This is an optimization exercise on Yosys and OpenROAD, whose aim is small area, not a production implementation.
Only simulation tests tie the RTL to the original design; equivalence was not proved.
Power figures rest on the tool's default switching activity, not on a simulated workload.

## branch indigo
==> module sonar_channel, before the edit <==
module sonar_channel (
    input  wire logic                        wb_clk_i,
    input  wire logic                        wb_rst_i,
    input  wire logic                        ce_pdm_i,
    input  wire logic                        ce_pcm_i,
    input  wire logic                        sstb_i,
    input  wire logic                        lstb_i,
    input  wire logic                        wclr_i,      
    input  wire logic                        pdm_i,
    input  wire logic                        mclear_i,
    input  wire logic                        thresh_wr_i,
    input  wire logic [sonar_pkg::BUS_W-1:0] wdat_i,
    output logic [sonar_pkg::BUS_W-1:0]      sample_o,
    output logic [sonar_pkg::BUS_W-1:0]      level_o,
    output logic [sonar_pkg::BUS_W-1:0]      thresh_o,
    output logic                             echo_o
);
    localparam int W = sonar_pkg::BUS_W;
    localparam int L = 7;                  
    localparam int H = W + 1 - L;          
    logic [W-1:0] cnt;
    logic [W:0]   a1, a2;      
    logic [W-1:0] inc;         
    logic         tp;          
    logic         ic;          
    logic [L-1:0] pair_lo, sum_lo;
    logic         pc_raw, pc, sc;
    logic [W-1:0] tmp;         
    assign inc = cnt + W'(ce_pdm_i & pdm_i);
    assign tp  = ce_pcm_i & pdm_i;
    assign ic  = tp & (&cnt[L-1:0]);
    sonar_ripple #(.N(L)) u_pair_lo (.a_i(cnt[L-1:0]), .b_i(sample_o[L-1:0]), .c_i(tp),
                                     .s_o(pair_lo), .c_o(pc_raw));
    sonar_ripple #(.N(L)) u_sum_lo  (.a_i(pair_lo), .b_i(a2[L-1:0]), .c_i(1'b0),
                                     .s_o(sum_lo), .c_o(sc));
    assign pc  = pc_raw & ~ic;
    assign tmp = {sample_o[W-1:L], sum_lo[L-1:2], sc, pc};
    logic [H-1:0] pair_hi;
    logic [H:0]   sum_hi;
    sonar_ripple #(.N(H-1)) u_pair_hi (.a_i(sample_o[W-1:L]), .b_i(cnt[W-1:L]), .c_i(cnt[0]),
                                       .s_o(pair_hi[H-2:0]), .c_o(pair_hi[H-1]));
    sonar_ripple #(.N(H)) u_sum_hi    (.a_i(pair_hi), .b_i(a2[W:L]), .c_i(cnt[1]),
                                       .s_o(sum_hi[H-1:0]), .c_o(sum_hi[H]));
    always_ff @(posedge wb_clk_i) begin
        if (wb_rst_i || sstb_i)
            cnt <= '0;
        else if (ce_pcm_i)
            cnt <= tmp;
        else
            cnt <= inc;
    end
    always_ff @(posedge wb_clk_i) begin
        if (wb_rst_i)
            sample_o <= '0;
        else if (ce_pcm_i)
            sample_o <= inc;
    end
    always_ff @(posedge wb_clk_i) begin
        if (ce_pcm_i || wclr_i) begin
            a1[L-1:0] <= pair_lo;
            a2[L-1:0] <= a1[L-1:0];
        end
        if (sstb_i || wclr_i) begin
            a1[W:L] <= pair_hi;
            a2[W:L] <= a1[W:L];
        end
    end
    always_ff @(posedge wb_clk_i) begin
        if (wb_rst_i)
            level_o <= '0;
        else if (sstb_i)
            level_o <= {sum_hi, cnt[L-1:2]};
    end
    always_ff @(posedge wb_clk_i) begin
        if (wb_rst_i) begin
            thresh_o <= '1;
            echo_o   <= 1'b0;
        end else begin
            if (thresh_wr_i)
                thresh_o <= wdat_i;
            if (mclear_i || thresh_wr_i)
                echo_o <= 1'b0;
            else if (lstb_i && (level_o > thresh_o))
                echo_o <= 1'b1;
        end
    end
endmodule
clock: 6.0 ns
lec_check: 0
cap_margin: 20
core_margin: 2
core_utilization: 65
slew_margin: 20
standard.sh (not shown) runs the stock make flow with config.mk's settings and CLKGATE_MAP_FILE= SYNTH_SCRIPT=/design/flow/synth_recipe.tcl, a recipe that flattens the netlist after the stock synthesis.
==> flow/flow/run.sh <==
#!/bin/bash
# Standard layout with two changes: ports get the smallest buffer (buf_1)
# instead of clkdlybuf4s50_1, and clock tree synthesis adds no dummy loads and
# clusters sinks into groups a clkbuf_8 can drive within the clock-pin slew limit.
set -euo pipefail
CTS="-sink_clustering_enable -repair_clock_nets -dont_use_dummy_load"
CTS="$CTS -sink_clustering_size 20 -sink_clustering_max_diameter 55"
CTS="$CTS -buf_list sky130_fd_sc_hd__clkbuf_8"
bash standard.sh "CTS_ARGS=$CTS" "BUFFER_PORTS_ARGS=-buffer_cell sky130_fd_sc_hd__buf_1" finish > standard.log 2>&1
branch indigo went all the way through synthesis, placement and routing and the layout is clean on timing, DRC and antenna.
--- input diff branch indigo..branch pepper ---
-- flow/design.v --
<<< branch indigo, line 154
    sonar_ripple #(.N(H)) u_sum_hi    (.a_i(pair_hi), .b_i(a2[W:L]), .c_i(cnt[1]),
                                       .s_o(sum_hi[H-1:0]), .c_o(sum_hi[H]));
    always_ff @(posedge wb_clk_i) begin
        if (wb_rst_i || sstb_i)
>>> branch pepper, line 154
    sonar_ripple #(.N(H)) u_sum_hi    (.a_i(pair_hi), .b_i(a2[W:L]), .c_i(cnt[1]),
                                       .s_o(sum_hi[H-1:0]), .c_o(sum_hi[H]));
    logic [W-1:0] thresh_n;
    logic         gt_lo, gt_h0, gt_h1, gt;
    logic [7:0]   cs_lo, cs_h0, cs_h1;
    assign thresh_o = ~thresh_n;
    sonar_ripple #(.N(8)) u_cmp_lo (.a_i(level_o[7:0]),  .b_i(thresh_n[7:0]),  .c_i(1'b0), .s_o(cs_lo), .c_o(gt_lo));
    sonar_ripple #(.N(8)) u_cmp_h0 (.a_i(level_o[15:8]), .b_i(thresh_n[15:8]), .c_i(1'b0), .s_o(cs_h0), .c_o(gt_h0));
    sonar_ripple #(.N(8)) u_cmp_h1 (.a_i(level_o[15:8]), .b_i(thresh_n[15:8]), .c_i(1'b1), .s_o(cs_h1), .c_o(gt_h1));
    assign gt = gt_lo ? gt_h1 : gt_h0;
    always_ff @(posedge wb_clk_i) begin
        if (wb_rst_i || sstb_i)
<<< branch indigo, line 186
    always_ff @(posedge wb_clk_i) begin
        if (wb_rst_i) begin
            thresh_o <= '1;
            echo_o   <= 1'b0;
        end else begin
            if (thresh_wr_i)
                thresh_o <= wdat_i;
            if (mclear_i || thresh_wr_i)
                echo_o <= 1'b0;
            else if (lstb_i && (level_o > thresh_o))
                echo_o <= 1'b1;
        end
>>> branch pepper, line 194
    always_ff @(posedge wb_clk_i) begin
        if (wb_rst_i) begin
            thresh_n <= '0;
            echo_o   <= 1'b0;
        end else begin
            if (thresh_wr_i)
                thresh_n <= ~wdat_i;
            if (mclear_i || thresh_wr_i)
                echo_o <= 1'b0;
            else if (lstb_i && gt)
                echo_o <= 1'b1;
        end
branch pepper closes out successfully: all stages finished, all timing, DRC and antenna checks passed.
Cmp branch indigo and branch pepper / routed metal-1 wirelength / lower: branch pepper
| routing usage on met2 | branch pepper vs branch indigo | 1.1 points higher |
Against branch indigo, layout filler cell count in branch pepper fell by a few percent.
As far as flip-flop and latch count goes, branch pepper and branch indigo are indistinguishable; the numbers are identical.
In the tables for branch indigo and branch pepper, number of global-route vias before repair reads higher with branch indigo.
The lower stage delay of the slowest cell on the critical path came out of branch indigo.
Between branch indigo and branch pepper, the number of placed instances with taps included is higher for branch indigo.
Relative to branch indigo, branch pepper improves internal power.
The combinational gate power in branch indigo is 1.09 times that in branch pepper.
Number of buffer and inverter instances along the worst setup path (higher): branch pepper

* * *

sonar_top, a different RTL version from the one above (not shown whole).
Size in the first run: ~2500 cells after synthesis, about 500 flip-flops, roughly 110 I/O pins, ~25000 sq um of cells after synthesis.
==> module sonar_channel, before the edit <==
module sonar_channel (
    input  wire logic                        wb_clk_i,
    input  wire logic                        wb_rst_i,
    input  wire logic                        ce_pdm_i,
    input  wire logic                        ce_pcm_i,
    input  wire logic                        sstb_i,
    input  wire logic                        lstb_i,
    input  wire logic                        wclr_i,      
    input  wire logic                        pdm_i,
    input  wire logic                        mclear_i,
    input  wire logic                        thresh_wr_i,
    input  wire logic [sonar_pkg::BUS_W-1:0] wdat_i,
    output logic [sonar_pkg::BUS_W-1:0]      sample_o,
    output logic [sonar_pkg::BUS_W-1:0]      level_o,
    output logic [sonar_pkg::BUS_W-1:0]      thresh_o,
    output logic                             echo_o
);
    localparam int W = sonar_pkg::BUS_W;
    logic [W-1:0] cnt;
    logic [W:0]   a1, a2;      
    logic [W:0]   pair;        
    logic [W+1:0] sum;
    sonar_add #(.N(W))   u_pair (.a_i(sample_o), .b_i(cnt), .c_i(1'b0), .s_o(pair));
    sonar_add #(.N(W+1)) u_sum  (.a_i(pair),     .b_i(a2),  .c_i(1'b0), .s_o(sum));
    logic [W-1:0] inc;
    assign inc = cnt + W'(ce_pdm_i & pdm_i);
    always_ff @(posedge wb_clk_i) begin
        if (wb_rst_i || sstb_i)
            cnt <= '0;
        else if (ce_pcm_i)
            cnt <= sample_o;
        else
            cnt <= inc;
    end
    always_ff @(posedge wb_clk_i) begin
        if (wb_rst_i)
            sample_o <= '0;
        else if (ce_pcm_i)
            sample_o <= inc;
    end
    always_ff @(posedge wb_clk_i) begin
        if (sstb_i || wclr_i) begin
            a1 <= pair;
            a2 <= a1;
        end
    end
    always_ff @(posedge wb_clk_i) begin
        if (wb_rst_i)
            level_o <= '0;
        else if (sstb_i)
            level_o <= sum[W+1:2];
    end
    always_ff @(posedge wb_clk_i) begin
        if (wb_rst_i) begin
            thresh_o <= '1;
            echo_o   <= 1'b0;
        end else begin
            if (thresh_wr_i)
                thresh_o <= wdat_i;
            if (mclear_i || thresh_wr_i)
                echo_o <= 1'b0;
            else if (lstb_i && (level_o > thresh_o))
                echo_o <= 1'b1;
        end
    end
endmodule
==> flow/config.mk <==
export PLATFORM = sky130hd
export DESIGN_NAME = sonar_top
export DESIGN_NICKNAME = sonar_top
export VERILOG_FILES = /design/flow/design.v
export SDC_FILE = /design/flow/constraint.sdc
export NUM_CORES = 4
export LEC_CHECK = 0
export CAP_MARGIN = 20
export CORE_MARGIN = 2
export CORE_UTILIZATION = 65
export SLEW_MARGIN = 20
==> flow/constraint.sdc <==
create_clock -name core_clock -period 6.0 [get_ports {wb_clk_i}]
set_input_delay 1.2000 -clock core_clock [delete_from_list [all_inputs] [get_ports {wb_clk_i}]]
set_output_delay 1.2000 -clock core_clock [all_outputs]
set_load 0.01 [all_outputs]
==> flow/flow/run.sh <==
#!/bin/bash
# Standard layout with two changes: ports get the smallest buffer (buf_1)
# instead of clkdlybuf4s50_1, and clock tree synthesis adds no dummy loads and
# clusters sinks into groups a clkbuf_8 can drive within the clock-pin slew limit.
set -euo pipefail
CTS="-sink_clustering_enable -repair_clock_nets -dont_use_dummy_load"
CTS="$CTS -sink_clustering_size 18 -sink_clustering_max_diameter 50"
CTS="$CTS -buf_list sky130_fd_sc_hd__clkbuf_8"
bash standard.sh "CTS_ARGS=$CTS" "BUFFER_PORTS_ARGS=-buffer_cell sky130_fd_sc_hd__buf_1" finish > standard.log 2>&1
==> next run, changes <==
--- a/flow/design.v
+++ b/flow/design.v
@@ -60,8 +60,29 @@
 endmodule
 `default_nettype wire
 `timescale 1ns/100ps
 `default_nettype none
+module sonar_ripple
+#(
+    parameter int N = 8
+) (
+    input  wire logic [N-1:0] a_i,
+    input  wire logic [N-1:0] b_i,
+    input  wire logic         c_i,
+    output logic [N-1:0]      s_o,
+    output logic              c_o
+);
+    logic [N:0] c;
+    assign c[0] = c_i;
+    for (genvar i = 0; i < N; i++) begin : g_bit
+        assign s_o[i]  = a_i[i] ^ b_i[i] ^ c[i];
+        assign c[i+1]  = (a_i[i] & b_i[i]) | (a_i[i] & c[i]) | (b_i[i] & c[i]);
+    end
+    assign c_o = c[N];
+endmodule
+`default_nettype wire
+`timescale 1ns/100ps
+`default_nettype none
 module sonar_add
 #(
     parameter int N = 16,
     parameter int K = 3,
@@ -106,21 +127,38 @@
     output logic [sonar_pkg::BUS_W-1:0]      thresh_o,
     output logic                             echo_o
 );
     localparam int W = sonar_pkg::BUS_W;
+    localparam int L = 7;                  
+    localparam int H = W + 1 - L;          
     logic [W-1:0] cnt;
     logic [W:0]   a1, a2;      
-    logic [W:0]   pair;        
-    logic [W+1:0] sum;
-    sonar_add #(.N(W))   u_pair (.a_i(sample_o), .b_i(cnt), .c_i(1'b0), .s_o(pair));
-    sonar_add #(.N(W+1)) u_sum  (.a_i(pair),     .b_i(a2),  .c_i(1'b0), .s_o(sum));
-    logic [W-1:0] inc;
+    logic [W-1:0] inc;         
+    logic         tp;          
+    logic         ic;          
+    logic [L-1:0] pair_lo, sum_lo;
+    logic         pc_raw, pc, sc;
+    logic [W-1:0] tmp;         
     assign inc = cnt + W'(ce_pdm_i & pdm_i);
+    assign tp  = ce_pcm_i & pdm_i;
+    assign ic  = tp & (&cnt[L-1:0]);
+    sonar_ripple #(.N(L)) u_pair_lo (.a_i(cnt[L-1:0]), .b_i(sample_o[L-1:0]), .c_i(tp),
+                                     .s_o(pair_lo), .c_o(pc_raw));
+    sonar_ripple #(.N(L)) u_sum_lo  (.a_i(pair_lo), .b_i(a2[L-1:0]), .c_i(1'b0),
+                                     .s_o(sum_lo), .c_o(sc));
+    assign pc  = pc_raw & ~ic;
+    assign tmp = {sample_o[W-1:L], sum_lo[L-1:2], sc, pc};
+    logic [H-1:0] pair_hi;
+    logic [H:0]   sum_hi;
+    sonar_ripple #(.N(H-1)) u_pair_hi (.a_i(sample_o[W-1:L]), .b_i(cnt[W-1:L]), .c_i(cnt[0]),
+                                       .s_o(pair_hi[H-2:0]), .c_o(pair_hi[H-1]));
+    sonar_ripple #(.N(H)) u_sum_hi    (.a_i(pair_hi), .b_i(a2[W:L]), .c_i(cnt[1]),
+                                       .s_o(sum_hi[H-1:0]), .c_o(sum_hi[H]));
     always_ff @(posedge wb_clk_i) begin
         if (wb_rst_i || sstb_i)
             cnt <= '0;
         else if (ce_pcm_i)
-            cnt <= sample_o;
+            cnt <= tmp;
         else
             cnt <= inc;
     end
     always_ff @(posedge wb_clk_i) begin
@@ -129,18 +167,22 @@
         else if (ce_pcm_i)
             sample_o <= inc;
     end
     always_ff @(posedge wb_clk_i) begin
+        if (ce_pcm_i || wclr_i) begin
+            a1[L-1:0] <= pair_lo;
+            a2[L-1:0] <= a1[L-1:0];
+        end
         if (sstb_i || wclr_i) begin
-            a1 <= pair;
-            a2 <= a1;
+            a1[W:L] <= pair_hi;
+            a2[W:L] <= a1[W:L];
         end
     end
     always_ff @(posedge wb_clk_i) begin
         if (wb_rst_i)
             level_o <= '0;
         else if (sstb_i)
-            level_o <= sum[W+1:2];
+            level_o <= {sum_hi, cnt[L-1:2]};
     end
     always_ff @(posedge wb_clk_i) begin
         if (wb_rst_i) begin
             thresh_o <= '1;
Effect: Critical path depth went down by 13. Die area drops by a few percent. Design area fell by a few percent. Setup slack is better by 0.11 ns. Clock skew is lower by 0.017 ns. Routed wire length goes down by a few percent. Power is lower slightly. Global-route usage came out higher by 1.2 points. Via count shrinks by a little under a tenth. First-iteration DRC count goes down by a few percent. Combinational power shrinks by a few percent.

port drivers added, routing unchanged:
The flow's constraints put no driver on any port. The routed layouts listed below were extracted and timed again, unchanged, in two steps.
Step 1 assumes that a clkbuf_16 drives the clock port and a buf_2 every other input.
Step 2 times the ports against the registers' clock, not the clock port: input delays grow and output delays shrink by t, the midpoint of the rising clock arrivals with the driver on.
Slacks: ideal ports / drivers / drivers and shift; pairs: ideal ports / drivers.
run	shift t [ns]	slack for setup (ns)	hold WS [ns]
branch indigo	0.676	0.463 / 0.463 / 0.463	0.341 / 0.341 / 0.341
branch pepper	0.669	0.273 / 0.273 / 0.273	0.364 / 0.364 / 0.364
the first run of note 2	0.688	0.364 / 0.364 / 0.364	0.368 / 0.368 / 0.368
the second run of note 2	0.680	0.479 / 0.479 / 0.479	0.352 / 0.352 / 0.352
After both steps setup and hold are still met in every run listed.
